Background: an optimization exercise with open tools, aiming at small area, a short achievable clock period and few clock cycles per item. Do not read the settings as production practice. Function was checked by simulation only, so behaviour that the tests miss may differ from the original. The clock port is modelled as an ideal driver; clocking choices that lean on that would not hold on a real chip.

==> trial 26 <==
==> flow/design.v <==
package axil_pkg;
    localparam logic [1:0] RESP_OKAY   = 2'b00;
    localparam logic [1:0] RESP_SLVERR = 2'b10;
    typedef enum logic [1:0] {
        ST_IDLE   = 2'd0,
        ST_GOT_AW = 2'd1,
        ST_GOT_W  = 2'd2,
        ST_RESP   = 2'd3
    } wr_state_e;
endpackage
module axil_regfile_be
#(
    parameter int unsigned          DATA_W   = 32,
    parameter int unsigned          NUM_REGS = 64,
    localparam int unsigned         IDX_W    = $clog2(NUM_REGS),
    localparam int unsigned         STRB_W   = DATA_W / 8
) (
    input  logic                aclk,
    input  logic                aresetn,
    input  logic                we,
    input  logic [IDX_W-1:0]    widx,
    input  logic [DATA_W-1:0]   wdata,
    input  logic [STRB_W-1:0]   wstrb,
    input  logic [IDX_W-1:0]    ridx,
    output logic [DATA_W-1:0]   rdata
);
    logic [NUM_REGS-1:0]        vld;
    logic [NUM_REGS*DATA_W-1:0] words;
    logic [DATA_W-1:0]          wd_z;
    logic [NUM_REGS-1:0]        rsel;
    always_comb begin
        for (int b = 0; b < STRB_W; b++) begin
            wd_z[b*8 +: 8] = wstrb[b] ? wdata[b*8 +: 8] : 8'h00;
        end
    end
    for (genvar i = 0; i < NUM_REGS; i++) begin : g_reg
        logic                   sel;
        logic [DATA_W-1:0]      q;
        assign sel = we && (widx == IDX_W'(i));
        always_ff @(posedge aclk or negedge aresetn) begin
            if (!aresetn) vld[i] <= 1'b0;
            else if (sel) vld[i] <= 1'b1;
        end
        for (genvar b = 0; b < STRB_W; b++) begin : g_byte
            always_ff @(posedge aclk) begin
                if (sel && (wstrb[b] || !vld[i])) q[b*8 +: 8] <= wd_z[b*8 +: 8];
            end
        end
        assign words[i*DATA_W +: DATA_W] = q;
    end
    axil_rd_dec #(
        .NUM_REGS (NUM_REGS)
    ) u_rd_dec (
        .ridx (ridx),
        .vld  (vld),
        .rsel (rsel)
    );
    axil_rd_mux #(
        .DATA_W   (DATA_W),
        .NUM_REGS (NUM_REGS)
    ) u_rd_mux (
        .rsel  (rsel),
        .words (words),
        .rdata (rdata)
    );
endmodule
module axil_rd_dec
#(
    parameter int unsigned          NUM_REGS = 64,
    localparam int unsigned         IDX_W    = $clog2(NUM_REGS)
) (
    input  logic [IDX_W-1:0]    ridx,
    input  logic [NUM_REGS-1:0] vld,
    output logic [NUM_REGS-1:0] rsel
);
    always_comb begin
        for (int i = 0; i < NUM_REGS; i++) rsel[i] = vld[i] && (ridx == IDX_W'(i));
    end
endmodule
module axil_rd_mux
#(
    parameter int unsigned          DATA_W   = 32,
    parameter int unsigned          NUM_REGS = 64,
    parameter int unsigned          GRP      = 8,
    localparam int unsigned         NGRP     = NUM_REGS / GRP
) (
    input  logic [NUM_REGS-1:0]         rsel,
    input  logic [NUM_REGS*DATA_W-1:0]  words,
    output logic [DATA_W-1:0]           rdata
);
    logic [NGRP*DATA_W-1:0] grp_or;
    for (genvar g = 0; g < NGRP; g++) begin : g_grp
        axil_rd_grp #(
            .DATA_W (DATA_W),
            .GRP    (GRP)
        ) u_grp (
            .rsel  (rsel[g*GRP +: GRP]),
            .words (words[g*GRP*DATA_W +: GRP*DATA_W]),
            .o     (grp_or[g*DATA_W +: DATA_W])
        );
    end
    logic [NGRP/2*DATA_W-1:0] pair_n;
    for (genvar g = 0; g < NGRP / 2; g++) begin : g_pair
        axil_rd_nor2 #(
            .DATA_W (DATA_W)
        ) u_nor2 (
            .a (grp_or[(2*g)*DATA_W +: DATA_W]),
            .b (grp_or[(2*g+1)*DATA_W +: DATA_W]),
            .y (pair_n[g*DATA_W +: DATA_W])
        );
    end
    always_comb begin
        rdata = '1;
        for (int g = 0; g < NGRP / 2; g++) rdata = rdata & pair_n[g*DATA_W +: DATA_W];
        rdata = ~rdata;
    end
endmodule
module axil_rd_grp
#(
    parameter int unsigned          DATA_W   = 32,
    parameter int unsigned          GRP      = 8
) (
    input  logic [GRP-1:0]              rsel,
    input  logic [GRP*DATA_W-1:0]       words,
    output logic [DATA_W-1:0]           o
);
    always_comb begin
        o = '0;
        for (int i = 0; i < GRP; i++) o = o | (words[i*DATA_W +: DATA_W] & {DATA_W{rsel[i]}});
    end
endmodule
module axil_rd_nor2
#(
    parameter int unsigned          DATA_W   = 32
) (
    input  logic [DATA_W-1:0]           a,
    input  logic [DATA_W-1:0]           b,
    output logic [DATA_W-1:0]           y
);
    assign y = ~(a | b);
endmodule
module axil_write_slave_strb
#(
    parameter int unsigned          DATA_W   = 32,
    parameter int unsigned          ADDR_W   = 32,
    parameter int unsigned          NUM_REGS = 64,
    localparam int unsigned         IDX_W    = $clog2(NUM_REGS),
    localparam int unsigned         STRB_W   = DATA_W / 8
) (
    input  logic                aclk,
    input  logic                aresetn,
    input  logic                awvalid,
    input  logic [ADDR_W-1:0]   awaddr,
    output logic                awready,
    input  logic                wvalid,
    input  logic [DATA_W-1:0]   wdata,
    input  logic [STRB_W-1:0]   wstrb,
    output logic                wready,
    output logic                bvalid,
    output logic [1:0]          bresp,
    input  logic                bready,
    input  logic [IDX_W-1:0]    rd_idx,
    output logic [DATA_W-1:0]   rd_data,
    output logic                wr_pulse,
    output logic [IDX_W-1:0]    wr_idx
);
    localparam int unsigned LSB = $clog2(STRB_W);
    logic                   commit;
    logic                   in_range;
    logic                   reg_we;
    logic                   bresp_err;
    assign commit   = awvalid && wvalid && (!bvalid || bready);
    assign awready  = commit;
    assign wready   = commit;
    assign in_range = (awaddr >> (LSB + IDX_W)) == '0;
    assign reg_we   = commit && in_range;
    assign bresp    = {bresp_err, 1'b0};
    always_ff @(posedge aclk or negedge aresetn) begin
        if (!aresetn) begin
            bvalid   <= 1'b0;
            wr_pulse <= 1'b0;
        end else begin
            if (commit) bvalid <= 1'b1;
            else if (bready) bvalid <= 1'b0;
            wr_pulse <= reg_we && (wstrb != '0);
        end
    end
    always_ff @(posedge aclk) begin
        if (commit) bresp_err <= !in_range;
        wr_idx <= awaddr[LSB +: IDX_W];
    end
    axil_regfile_be #(
        .DATA_W   (DATA_W),
        .NUM_REGS (NUM_REGS)
    ) u_regs (
        .aclk    (aclk),
        .aresetn (aresetn),
        .we      (reg_we),
        .widx    (awaddr[LSB +: IDX_W]),
        .wdata   (wdata),
        .wstrb   (wstrb),
        .ridx    (rd_idx),
        .rdata   (rd_data)
    );
endmodule
==> flow/flow/run.sh <==
#!/bin/bash
# The standard layout with two changes: the port buffers are buf_4 instead of the flow's
# default choice (a delay buffer), and after clock tree synthesis a second round of setup
# repair runs (flow/post_cts.tcl, through ORFS's POST_CTS_TCL hook). Everything else is
# the standard flow with config.mk's settings. make's output goes to make_finish.log; each
# ORFS step keeps its own log under orfs/logs/.
set -euo pipefail
bash standard.sh \
    "BUFFER_PORTS_ARGS=-buffer_cell sky130_fd_sc_hd__buf_4" \
    "POST_CTS_TCL=$PWD/flow/post_cts.tcl" \
    finish > make_finish.log 2>&1
==> flow/flow/post_cts.tcl <==
# Extra setup repair after CTS: a second round of repair_timing, which finds moves
# the first round (run by cts.tcl) stops short of.
log_cmd estimate_parasitics -placement
log_cmd repair_timing -setup -setup_margin 3.2 -repair_tns 100 -verbose
log_cmd repair_timing -setup -setup_margin 3.2 -repair_tns 100 -sequence "sizeup,swap,buffer,clone,split" -verbose
set result [catch { detailed_placement } msg]
if { $result != 0 } {
  error "Detailed placement failed after the extra repair: $msg"
}
check_placement -verbose
log_cmd estimate_parasitics -placement
report_worst_slack -max
==> flow/standard.sh <==
#!/bin/bash
# synth_recipe.tcl (not shown) runs the flow's synth.tcl, then flattens the netlist and writes it again
# the make line also repeats each setting of config.mk as NAME=value (left out here)
make -C /OpenROAD-flow-scripts/flow DESIGN_CONFIG=/design/flow/config.mk WORK_HOME=/design/flow/orfs CLKGATE_MAP_FILE= SYNTH_SCRIPT=/design/flow/synth_recipe.tcl "${@:-finish}"
==> flow/config.mk <==
export PLATFORM = sky130hd
export DESIGN_NAME = axil_write_slave_strb
export DESIGN_NICKNAME = axil_write_slave_strb
export VERILOG_FILES = /design/flow/design.v
export SDC_FILE = /design/flow/constraint.sdc
export NUM_CORES = 4
export LEC_CHECK = 0
export CAP_MARGIN = 20
export CORE_MARGIN = 2
export CORE_UTILIZATION = 55
export CTS_BUF_LIST = sky130_fd_sc_hd__clkbuf_8
export CTS_CLUSTER_DIAMETER = 60
export CTS_CLUSTER_SIZE = 16
export SETUP_SLACK_MARGIN = 2.0
export SLEW_MARGIN = 20
export SYNTH_HIERARCHICAL = 1
export SYNTH_MINIMUM_KEEP_SIZE = 0
==> flow/constraint.sdc <==
create_clock -name core_clock -period 8.0 [get_ports {aclk}]
set_input_delay 1.6000 -clock core_clock [delete_from_list [all_inputs] [get_ports {aclk}]]
set_output_delay 1.6000 -clock core_clock [all_outputs]
set_load 0.01 [all_outputs]
==> inputs of build 53, as changes to trial 26 <==
==> flow/design.v, changed modules only <==
module axil_regfile_be
#(
    parameter int unsigned          DATA_W   = 32,
    parameter int unsigned          NUM_REGS = 64,
    localparam int unsigned         IDX_W    = $clog2(NUM_REGS),
    localparam int unsigned         STRB_W   = DATA_W / 8
) (
    input  logic                aclk,
    input  logic                aresetn,
    input  logic                we,
    input  logic [IDX_W-1:0]    widx,
    input  logic [DATA_W-1:0]   wdata,
    input  logic [STRB_W-1:0]   wstrb,
    input  logic [IDX_W-1:0]    ridx,
    output logic [DATA_W-1:0]   rdata
);
    logic [NUM_REGS-1:0]        vld;
    logic [NUM_REGS*DATA_W-1:0] words;
    logic [DATA_W-1:0]          wd_z;
    logic [NUM_REGS-1:0]        rsel;
    always_comb begin
        for (int b = 0; b < STRB_W; b++) begin
            wd_z[b*8 +: 8] = wstrb[b] ? wdata[b*8 +: 8] : 8'h00;
        end
    end
    logic [NUM_REGS-1:0]        wsel;
    logic [NUM_REGS*STRB_W-1:0] ben;
    axil_wr_en #(
        .NUM_REGS (NUM_REGS),
        .STRB_W   (STRB_W)
    ) u_wr_en (
        .we    (we),
        .widx  (widx),
        .wstrb (wstrb),
        .vld   (vld),
        .wsel  (wsel),
        .ben   (ben)
    );
    for (genvar i = 0; i < NUM_REGS; i++) begin : g_reg
        logic [DATA_W-1:0]      q;
        always_ff @(posedge aclk or negedge aresetn) begin
            if (!aresetn) vld[i] <= 1'b0;
            else if (wsel[i]) vld[i] <= 1'b1;
        end
        for (genvar b = 0; b < STRB_W; b++) begin : g_byte
            always_ff @(posedge aclk) begin
                if (ben[i*STRB_W + b]) q[b*8 +: 8] <= wd_z[b*8 +: 8];
            end
        end
        assign words[i*DATA_W +: DATA_W] = q;
    end
    axil_rd_dec #(
        .NUM_REGS (NUM_REGS)
    ) u_rd_dec (
        .ridx (ridx),
        .vld  (vld),
        .rsel (rsel)
    );
    axil_rd_mux #(
        .DATA_W   (DATA_W),
        .NUM_REGS (NUM_REGS)
    ) u_rd_mux (
        .rsel  (rsel),
        .words (words),
        .rdata (rdata)
    );
endmodule
module axil_wr_en
#(
    parameter int unsigned          NUM_REGS = 64,
    parameter int unsigned          STRB_W   = 4,
    localparam int unsigned         IDX_W    = $clog2(NUM_REGS)
) (
    input  logic                        we,
    input  logic [IDX_W-1:0]            widx,
    input  logic [STRB_W-1:0]           wstrb,
    input  logic [NUM_REGS-1:0]         vld,
    output logic [NUM_REGS-1:0]         wsel,
    output logic [NUM_REGS*STRB_W-1:0]  ben
);
    logic [NUM_REGS-1:0] wsel_n;
    axil_wr_dec #(
        .NUM_REGS (NUM_REGS)
    ) u_wr_dec (
        .we     (we),
        .widx   (widx),
        .wsel_n (wsel_n)
    );
    axil_wr_ben #(
        .NUM_REGS (NUM_REGS),
        .STRB_W   (STRB_W)
    ) u_wr_ben (
        .wsel_n (wsel_n),
        .wstrb  (wstrb),
        .vld    (vld),
        .ben    (ben)
    );
    assign wsel = ~wsel_n;
endmodule
module axil_wr_dec
#(
    parameter int unsigned          NUM_REGS = 64,
    localparam int unsigned         IDX_W    = $clog2(NUM_REGS)
) (
    input  logic                        we,
    input  logic [IDX_W-1:0]            widx,
    output logic [NUM_REGS-1:0]         wsel_n
);
    always_comb begin
        for (int i = 0; i < NUM_REGS; i++) wsel_n[i] = !(we && (widx == IDX_W'(i)));
    end
endmodule
module axil_wr_ben
#(
    parameter int unsigned          NUM_REGS = 64,
    parameter int unsigned          STRB_W   = 4
) (
    input  logic [NUM_REGS-1:0]         wsel_n,
    input  logic [STRB_W-1:0]           wstrb,
    input  logic [NUM_REGS-1:0]         vld,
    output logic [NUM_REGS*STRB_W-1:0]  ben
);
    always_comb begin
        for (int i = 0; i < NUM_REGS; i++) begin
            for (int b = 0; b < STRB_W; b++) begin
                ben[i*STRB_W + b] = !(wsel_n[i] || (!wstrb[b] && vld[i]));
            end
        end
    end
endmodule
==> flow/flow/run.sh (replaced) <==
#!/bin/bash
# The standard layout with two changes: the port buffers are buf_1 (the flow sizes up the ones on critical paths) instead of the flow's
# default choice (a delay buffer), and after clock tree synthesis a second round of setup
# repair runs (flow/post_cts.tcl, through ORFS's POST_CTS_TCL hook). Everything else is
# the standard flow with config.mk's settings. make's output goes to make_finish.log; each
# ORFS step keeps its own log under orfs/logs/.
set -euo pipefail
bash standard.sh \
    "BUFFER_PORTS_ARGS=-buffer_cell sky130_fd_sc_hd__buf_1" \
    "POST_CTS_TCL=$PWD/flow/post_cts.tcl" \
    finish > make_finish.log 2>&1
- SETUP_SLACK_MARGIN: 2.0 -> 2.5
==> summary of the runs <==
Build 53 produced a clean layout. Trial 26 passed the timing, DRC and antenna checks. Flip-flop and latch count is the same in trial 26 and build 53. Area after synthesis: build 53 is lower than trial 26 (about 1.8%). Hold slack: trial 26 is lower than build 53 (0.051 ns). Of trial 26 and build 53, trial 26 has the higher register-to-register slack (gap 0.15 ns). Against build 53, the wire length of trial 26 is higher by about 25%.
Testbench counts of trial 26, summed over its fixed seeds: cycles 3,208, items 3,200.
Testbench counts of build 53, summed over its fixed seeds: cycles 3,208, items 3,200.

static timing again, ports no longer ideal:
Ports are ideal in the flow. The routed layouts listed here were re-timed in OpenROAD. Step 1 sets driving cells, clkbuf_16 on the clock port and buf_2 on the other inputs (assumed; they add their load-dependent delay and slew). Step 2 times the ports against the registers' clock, not the clock port: input delays grow and output delays shrink by t, the midpoint of the rising clock arrivals with the driver on. Slacks: no drivers / after step 1 / after step 2; pairs: no drivers / after step 1.
| run | t, ns | slack for setup (ns) | latest minus earliest clock arrival (ns) | worst register clock-pin slew, ns |
|---|---|---|---|---|
| trial 26 | 1.006 | 2.703 / 2.436 / 2.436 | 0.047 / 0.047 | 0.11 / 0.11 |
| build 53 | 0.961 | 2.642 / 2.532 / 2.532 | 0.035 / 0.036 | 0.11 / 0.11 |
After both steps setup and hold are still met in every run listed. For trial 26, which loses most, drivers alone change the setup slack by -0.267 ns; drivers and shift together by -0.267 ns.
